Background: an optimization exercise with open tools, aiming at small area, a short achievable clock period and few clock cycles per item. Do not read the settings as production practice.
Function was checked by simulation only, so behaviour that the tests miss may differ from the original.
No activity file was given, so power comes from the tool's default toggle rates.

==> build 29: inputs <==
// radix_digit_converter_core
module radix_digit_converter_core #(
  parameter int unsigned VALUE_BITS = rdc_pkg::VALUE_BITS_DEF,
  parameter int unsigned MAX_DIGITS = rdc_pkg::MAX_DIGITS_DEF
) (
  input  logic                  clk_i,
  input  logic                  rst_ni,
  input  logic                  cfg_we_i,
  input  logic [rdc_pkg::BASE_W-1:0]     cfg_wdata_i,
  input  logic                  in_valid_i,
  output logic                  in_ready_o,
  input  logic [VALUE_BITS-1:0] value_i,
  output logic                  out_valid_o,
  input  logic                  out_ready_i,
  output logic [rdc_pkg::DIGIT_W-1:0]    digit_o,
  output logic                  last_digit_o
);
export LEC_CHECK = 0
export ABC_AREA = 1
export CAP_MARGIN = 20
export CORE_MARGIN = 2
export CORE_UTILIZATION = 40
export GPL_TIMING_DRIVEN = 1
export SETUP_SLACK_MARGIN = 5
export SLEW_MARGIN = 20
export TNS_END_PERCENT = 100
create_clock -name core_clock -period 9.0 [get_ports {clk_i}]
run.sh (not shown) runs the stock make flow with config.mk's settings and CLKGATE_MAP_FILE= SYNTH_SCRIPT=/design/flow/synth_recipe.tcl, a recipe that flattens the netlist after the stock synthesis.
==> trial 91 (differences from build 29) <==
--- a/flow/design.v
+++ b/flow/design.v
@@ -57,32 +57,28 @@
   logic [1:0]  pw_q, pw_d;         
   logic        byte_q, byte_d;     
   logic [5:0]  pp_q, pp_d;         
   logic [3:0]  vtop_q, vtop_d;     
   logic [4:0]  ntop_q, ntop_d;     
   logic [5:0]  k_q, k_d;           
   logic [5:0]  remd_q, remd_d;     
   logic        pass1_q, pass1_d;
-  logic        kgt_q, kgt_d;       
-  logic        rec_q, rec_d;       
   logic       rv_q, rv_d;          
   logic       rf_q, rf_d;          
   logic [4:0] rpos_q, rpos_d;      
   logic       lz_q, lz_d;          
   logic       iss_q, iss_d;        
   logic       done_q, done_d;      
   logic       sv_q [NST];          
   logic       sf_q [NST];          
   logic [4:0] sp_q [NST];          
   logic [7:0] sr_q [NST];          
   logic       sz_q [NST];          
   logic [1:0] sb_q [NST];          
-  logic       sl_q [NST];          
-  logic       sl_d [NST];
   logic       sv_d [NST];
   logic       sf_d [NST];
   logic [4:0] sp_d [NST];
   logic [7:0] sr_d [NST];
   logic       sz_d [NST];
   logic [1:0] sb_d [NST];
   logic        oact_q, oact_d;     
   logic [1:0]  om_q, om_d;
@@ -99,58 +95,44 @@
   logic [7:0]  dig_q, dig_d;
   logic        last_q, last_d;
   logic adv;
   assign adv = !ov_q || out_ready_i;
   assign in_ready_o   = rdy_q;
   assign out_valid_o  = ov_q;
   assign digit_o      = dig_q;
   assign last_digit_o = last_q;
-  function automatic logic [4:0] top_bit(input logic [31:0] x);
-    logic [15:0] y16;
-    logic [7:0]  y8;
-    logic [3:0]  y4;
-    logic [1:0]  y2;
-    top_bit[4] = |x[31:16];
-    y16        = top_bit[4] ? x[31:16] : x[15:0];
-    top_bit[3] = |y16[15:8];
-    y8         = top_bit[3] ? y16[15:8] : y16[7:0];
-    top_bit[2] = |y8[7:4];
-    y4         = top_bit[2] ? y8[7:4] : y8[3:0];
-    top_bit[1] = |y4[3:2];
-    y2         = top_bit[1] ? y4[3:2] : y4[1:0];
-    top_bit[0] = y2[1];
-  endfunction
   logic [3:0] in_top;      
-  logic [5:0] oct_start;   
   always_comb begin
-    logic [31:0] cnz, onz;
-    logic [4:0]  oi;
-    cnz = '0;
-    onz = '0;
-    for (int c = 0; c < 16; c++) cnz[c] = (((64'(value_i) >> (4 * c)) & 64'hf) != 64'd0);
-    for (int i = 0; i < 21; i++) onz[i] = (((64'(value_i) >> (3 * i)) & 64'h7) != 64'd0);
-    in_top    = 4'(top_bit(cnz));
-    oi        = top_bit(onz);
-    oct_start = 6'(oi) + {oi, 1'b0};
+    in_top = '0;
+    for (int c = 0; c < 16; c++) begin
+      if (((64'(value_i) >> (4 * c)) & 64'hf) != 64'd0) in_top = 4'(c);
+    end
+  end
+  logic [5:0] oct_start;
+  always_comb begin
+    oct_start = 6'd0;
+    for (int i = 0; i < 21; i++) begin
+      if (((64'(value_i) >> (3 * i)) & 64'h7) != 64'd0) oct_start = 6'(3 * i);
+    end
   end
   logic [1:0] w_grp;       
   assign w_grp = 2'(w_q >> {pp_q[5:1], 1'b0});
   logic [1:0] w_pair;      
   assign w_pair = 2'(w_q >> {rpos_q, 1'b0});
   logic [7:0] o_win;       
   assign o_win = 8'(o_q >> {op_q[5:2], 2'b00});
   logic [3:0] o_hi, o_lo;
   logic [4:0] o_ptr;
   logic [4:0] o_top;
   always_comb begin
-    logic [31:0] nz;
-    nz = '0;
-    for (int i = 0; i < 20; i++) nz[i] = (o_q[4*i +: 4] != 4'd0);
-    o_top = top_bit(nz);
+    o_top = '0;
+    for (int i = 0; i < 20; i++) begin
+      if (o_q[4*i +: 4] != 4'd0) o_top = 5'(i);
+    end
   end
   assign o_ptr = ofirst_q ? o_top : orp_q;
   assign o_hi  = 4'(o_q >> {o_ptr, 2'b00});
   assign o_lo  = 4'(o_q >> {o_ptr[4:1], 3'b000});
   function automatic logic [3:0] dd_corr(input logic [3:0] d);
     dd_corr = (d >= 4'd5) ? 4'(d + 4'd3) : d;
   endfunction
   logic [79:0] dd_next;
@@ -199,17 +181,17 @@
   logic       fin_zero;      
   logic       fin_lastst;    
   always_comb begin
     fin        = 1'b0;
     fin_dig    = '0;
     fin_zero   = 1'b0;
     fin_lastst = 1'b0;
     for (int s = 0; s < NST; s++) begin
-      if (sv_q[s] && sl_q[s]) begin
+      if (sv_q[s] && sp_q[s] == 5'd0) begin
         fin        = 1'b1;
         fin_dig    = st_r[s];
         fin_zero   = !st_z[s];
         fin_lastst = (s == NST - 1);
       end
     end
   end
   logic ofin;                
@@ -239,35 +221,35 @@
     case (opw_q)
       2'd0:    step = 6'd1;
       2'd1:    step = 6'd3;
       default: step = 6'd4;
     endcase
     if (oact_q) begin
       case (om_q)
         OM_P2: begin
-          ofin = adv && (op_q == 6'd0);
           if (olead_q && dg == 4'd0 && op_q != 6'd0) begin
             op_d = op_q - step;
           end else if (adv) begin
             ov_d    = 1'b1;
             dig_d   = {4'd0, dg};
             last_d  = (op_q == 6'd0);
             olead_d = 1'b0;
             op_d    = op_q - step;
+            ofin    = (op_q == 6'd0);
           end
         end
         OM_BCD: begin
           if (adv) begin
             ov_d     = 1'b1;
             ofirst_d = 1'b0;
             dig_d    = {4'd0, o_hi};
             last_d   = (o_ptr == 5'd0);
             orp_d    = o_ptr - 5'd1;
-            ofin     = ofirst_q ? (o_q[79:4] == 76'd0) : (orp_q == 5'd0);
+            ofin     = (o_ptr == 5'd0);
           end
         end
         default: begin
           if (adv) begin
             ov_d   = 1'b1;
             dig_d  = obyte_q ? {o_hi, o_lo} : {4'd0, o_hi};
             last_d = ofinal_q && (ocnt_q == 5'd1);
             ocnt_d = ocnt_q - 5'd1;
@@ -277,24 +259,16 @@
         end
       endcase
       if (ofin) oact_d = 1'b0;
     end
   end
   logic ofree;               
   assign ofree = !oact_q || ofin;
   assign rdy_d = (ps_d == PS_IDLE);
-  logic       xfer;
-  logic [1:0] xfer_om;
-  logic [5:0] remd_x;      
-  always_comb begin
-    xfer    = ofree && (ps_q == PS_XFER || (ps_q == PS_DIV && done_q));
-    xfer_om = p2_q ? OM_P2 : ((b_q == 9'd10) ? OM_BCD : OM_DIV);
-    remd_x  = (ps_q == PS_DIV && pass1_q) ? k_q : remd_q;
-  end
   always_comb begin
     logic [5:0] kn;
     logic [5:0] cap;
     logic [5:0] kept;
     ps_d    = ps_q;
     p2_d    = p2_q;
     v_d     = v_q;
     w_d     = w_q;
@@ -304,46 +278,42 @@
     pw_d    = pw_q;
     byte_d  = byte_q;
     pp_d    = pp_q;
     vtop_d  = vtop_q;
     ntop_d  = ntop_q;
     k_d     = k_q;
     remd_d  = remd_q;
     pass1_d = pass1_q;
-    kgt_d   = kgt_q;
-    rec_d   = 1'b0;
     kn   = k_q + 6'd1;
     cap  = byte_q ? 6'd10 : 6'd20;
-    kept = kgt_q ? cap : k_q;
+    kept = (k_q > cap) ? cap : k_q;
     for (int s = 0; s < NST; s++) begin
       sr_d[s] = sr_q[s];
       sz_d[s] = sz_q[s];
       if (sv_q[s]) begin
         sr_d[s] = st_r[s];
         sz_d[s] = st_z[s];
       end
     end
     rv_d    = rv_q && (rpos_q != 5'd0) && (ps_q == PS_DIV);
     rf_d    = 1'b0;
     rpos_d  = rpos_q - 5'd1;
     lz_d    = lz_q;
     iss_d   = iss_q;
     done_d  = done_q;
-    sv_d[0] = rv_q && (ps_q == PS_DIV) && !done_q;
+    sv_d[0] = rv_q && (ps_q == PS_DIV);
     sf_d[0] = rf_q;
     sp_d[0] = rpos_q;
     sb_d[0] = w_pair;
-    sl_d[0] = (rpos_q == 5'd0);
     for (int s = 1; s < NST; s++) begin
-      sv_d[s] = sv_q[s-1] && (ps_q == PS_DIV) && !done_q;
+      sv_d[s] = sv_q[s-1] && (ps_q == PS_DIV);
       sf_d[s] = sf_q[s-1];
       sp_d[s] = sp_q[s-1];
       sb_d[s] = st_q[s-1];
-      sl_d[s] = sl_q[s-1];
     end
     if (sv_q[NST-1]) begin
       w_d[{sp_q[NST-1], 1'b0} +: 2] = st_q[NST-1];
       if (st_q[NST-1] != 2'd0 && !st_zin[NST-1]) begin
         ntop_d = sp_q[NST-1];
         lz_d   = 1'b1;
       end
     end
@@ -355,17 +325,16 @@
       byte_d  = (beff > 9'd16);
       p2_d    = (beff == 9'd2 || beff == 9'd8 || beff == 9'd16);
       vtop_d  = in_top;
       s_d     = (beff == 9'd2 || beff == 9'd8 || beff == 9'd16) ? 80'(value_i) : 80'd0;
       lz_d    = 1'b0;
       iss_d   = 1'b0;
       done_d  = 1'b0;
       k_d     = '0;
-      kgt_d   = 1'b0;
       pass1_d = 1'b1;
       rf_d    = 1'b1;
       rpos_d  = {in_top, 1'b1};
       if (beff == 9'd2) begin
         pw_d = 2'd0;
         pp_d = {in_top, 2'b11};
       end else if (beff == 9'd8) begin
         pw_d = 2'd1;
@@ -392,35 +361,24 @@
         end
       end
       PS_DD: begin
         s_d  = dd_next;
         pp_d = pp_q - 6'd2;
         if (pp_q[5:1] == 5'd0) ps_d = PS_XFER;
       end
       PS_DIV: begin
-        if (rec_q) begin
-          w_d     = 64'(v_q);
-          k_d     = '0;
-          kgt_d   = 1'b0;
-          pass1_d = 1'b0;
-          rv_d    = 1'b1;
-          rf_d    = 1'b1;
-          rpos_d  = {vtop_q, 1'b1};
-          lz_d    = 1'b0;
-          iss_d   = 1'b0;
-        end else if (done_q) begin
+        if (done_q) begin
           if (pass1_q) remd_d = k_q;
           done_d = 1'b0;
           rv_d   = 1'b0;
           ps_d   = PS_XFER;
         end else begin
           if (fin) begin
-            k_d   = kn;
-            kgt_d = (kn > cap);
+            k_d = kn;
             if (byte_q) s_d = {fin_dig, s_q[79:8]};
             else        s_d = {fin_dig[3:0], s_q[79:4]};
             if ((pass1_q && fin_zero) || (!pass1_q && kn == remd_q)) begin
               done_d = 1'b1;
             end else if (fin_lastst) begin
               iss_d = 1'b0;
               if (!iss_q) begin
                 rv_d   = 1'b1;
@@ -437,39 +395,52 @@
             lz_d   = 1'b0;
             iss_d  = 1'b1;
           end
         end
       end
       default: begin   
       end
     endcase
-    if (xfer) begin
-      if (!p2_q && b_q != 9'd10) begin
-        remd_d = remd_x - kept;
-        if (kgt_q) begin
-          rec_d   = 1'b1;
+    if (ps_q == PS_XFER && ofree) begin
+      if (!p2_q && pw_q == 2'd2 && b_q != 9'd10) begin
+        remd_d = remd_q - kept;
+        if (remd_q != kept) begin
+          w_d     = 64'(v_q);
+          k_d     = '0;
+          pass1_d = 1'b0;
           ps_d    = PS_DIV;
+          rv_d    = 1'b1;
+          rf_d    = 1'b1;
+          rpos_d  = {vtop_q, 1'b1};
+          lz_d    = 1'b0;
+          iss_d   = 1'b0;
         end else begin
           ps_d = PS_IDLE;
         end
       end else begin
         ps_d = PS_IDLE;
       end
     end
   end
+  logic                xfer;
+  logic [1:0]          xfer_om;
+  always_comb begin
+    xfer    = (ps_q == PS_XFER) && ofree;
+    xfer_om = p2_q ? OM_P2 : ((b_q == 9'd10) ? OM_BCD : OM_DIV);
+  end
   logic [79:0] o_n;
   logic [1:0]  om_n;
   logic [5:0]  op_n;
   logic [1:0]  opw_n;
   logic        olead_n, ofirst_n, oact_n, ofinal_n, obyte_n;
   logic [4:0]  orp_n, ocnt_n;
   always_comb begin
     logic [5:0] kept;
-    kept     = kgt_q ? (byte_q ? 6'd10 : 6'd20) : k_q;
+    kept     = (k_q > (byte_q ? 6'd10 : 6'd20)) ? (byte_q ? 6'd10 : 6'd20) : k_q;
     o_n      = o_d;
     om_n     = om_d;
     op_n     = op_d;
     opw_n    = opw_d;
     olead_n  = olead_d;
     ofirst_n = ofirst_d;
     orp_n    = orp_d;
     ocnt_n   = ocnt_d;
@@ -481,17 +452,17 @@
       om_n     = xfer_om;
       o_n      = s_q;
       op_n     = pp_q;
       opw_n    = pw_q;
       olead_n  = 1'b1;
       ofirst_n = (xfer_om == OM_BCD);
       orp_n    = 5'd19;
       ocnt_n   = 5'(kept);
-      ofinal_n = !kgt_q;
+      ofinal_n = (remd_q == kept);
       obyte_n  = byte_q;
     end
   end
   always_ff @(posedge clk_i or negedge rst_ni) begin
     if (!rst_ni) begin
       ps_q   <= PS_IDLE;
       rdy_q  <= 1'b1;
       rv_q   <= 1'b0;
@@ -517,18 +488,16 @@
     pw_q     <= pw_d;
     byte_q   <= byte_d;
     pp_q     <= pp_d;
     vtop_q   <= vtop_d;
     ntop_q   <= ntop_d;
     k_q      <= k_d;
     remd_q   <= remd_d;
     pass1_q  <= pass1_d;
-    kgt_q    <= kgt_d;
-    rec_q    <= rec_d;
     rf_q     <= rf_d;
     rpos_q   <= rpos_d;
     lz_q     <= lz_d;
     iss_q    <= iss_d;
     done_q   <= done_d;
     om_q     <= om_n;
     o_q      <= o_n;
     op_q     <= op_n;
@@ -542,12 +511,11 @@
     dig_q    <= dig_d;
     last_q   <= last_d;
     for (int s = 0; s < NST; s++) begin
       sf_q[s] <= sf_d[s];
       sp_q[s] <= sp_d[s];
       sr_q[s] <= sr_d[s];
       sz_q[s] <= sz_d[s];
       sb_q[s] <= sb_d[s];
-      sl_q[s] <= sl_d[s];
     end
   end
 endmodule
CORE_UTILIZATION = 70   (was 40)
GPL_TIMING_DRIVEN = not set   (was 1)
==> notes <==
- Trial 91 ran to the end with no violations. Build 29 completed without violations.
- Between trial 91 and build 29, the lower synthesized cell count is in trial 91 (gap 3.5%, measured against build 29).
- Between build 29 and trial 91, the lower critical path depth is in trial 91 (gap 1).
- Between build 29 and trial 91, the lower sequential power is in trial 91 (gap 9.6%, measured against trial 91).
- Power: trial 91 is smaller than build 29 (about 16%).
- Of trial 91 and build 29, build 29 has the higher cell count (gap about 12%, measured against build 29).
- In build 29 the combinational power is larger than in trial 91, by about 30%.
- Die area: build 29 is larger than trial 91 (about 80%).
Testbench counts of build 29, summed over its fixed seeds: cycles 7,833, digits 4,076.
Testbench counts of trial 91, summed over its fixed seeds: cycles 7,920, digits 4,076.

-- port drivers added, routing unchanged --
In the flow no input, the clock included, has a driving cell. The finished layouts below were timed again as built, in two steps. Step 1 (the two cells are an assumption about what drives the block):
set clk [get_ports {clk_i}]
set_driving_cell -lib_cell sky130_fd_sc_hd__clkbuf_16 $clk
set_driving_cell -lib_cell sky130_fd_sc_hd__buf_2 [delete_from_list [all_inputs] $clk]
Step 2 times the ports against the registers' clock, not the clock port: input delays grow and output delays shrink by t, the midpoint of the rising clock arrivals with the driver on. Three values: ideal ports, drivers, drivers and shift; two values: the first two.
run	t (ns)	setup slack, ns	hold WS [ns]	worst setup path at the end	worst slew at a driven data input, ns
build 29	0.696	5.098 / 5.131 / 4.435	0.325 / 0.325 / 0.325	input to register	0.15
trial 91	0.692	4.962 / 4.978 / 4.310	0.338 / 0.338 / 0.338	input to register	0.05
After both steps setup and hold are still met in every run listed. For build 29, which loses most, drivers alone change the setup slack by +0.033 ns; drivers and shift together by -0.663 ns.
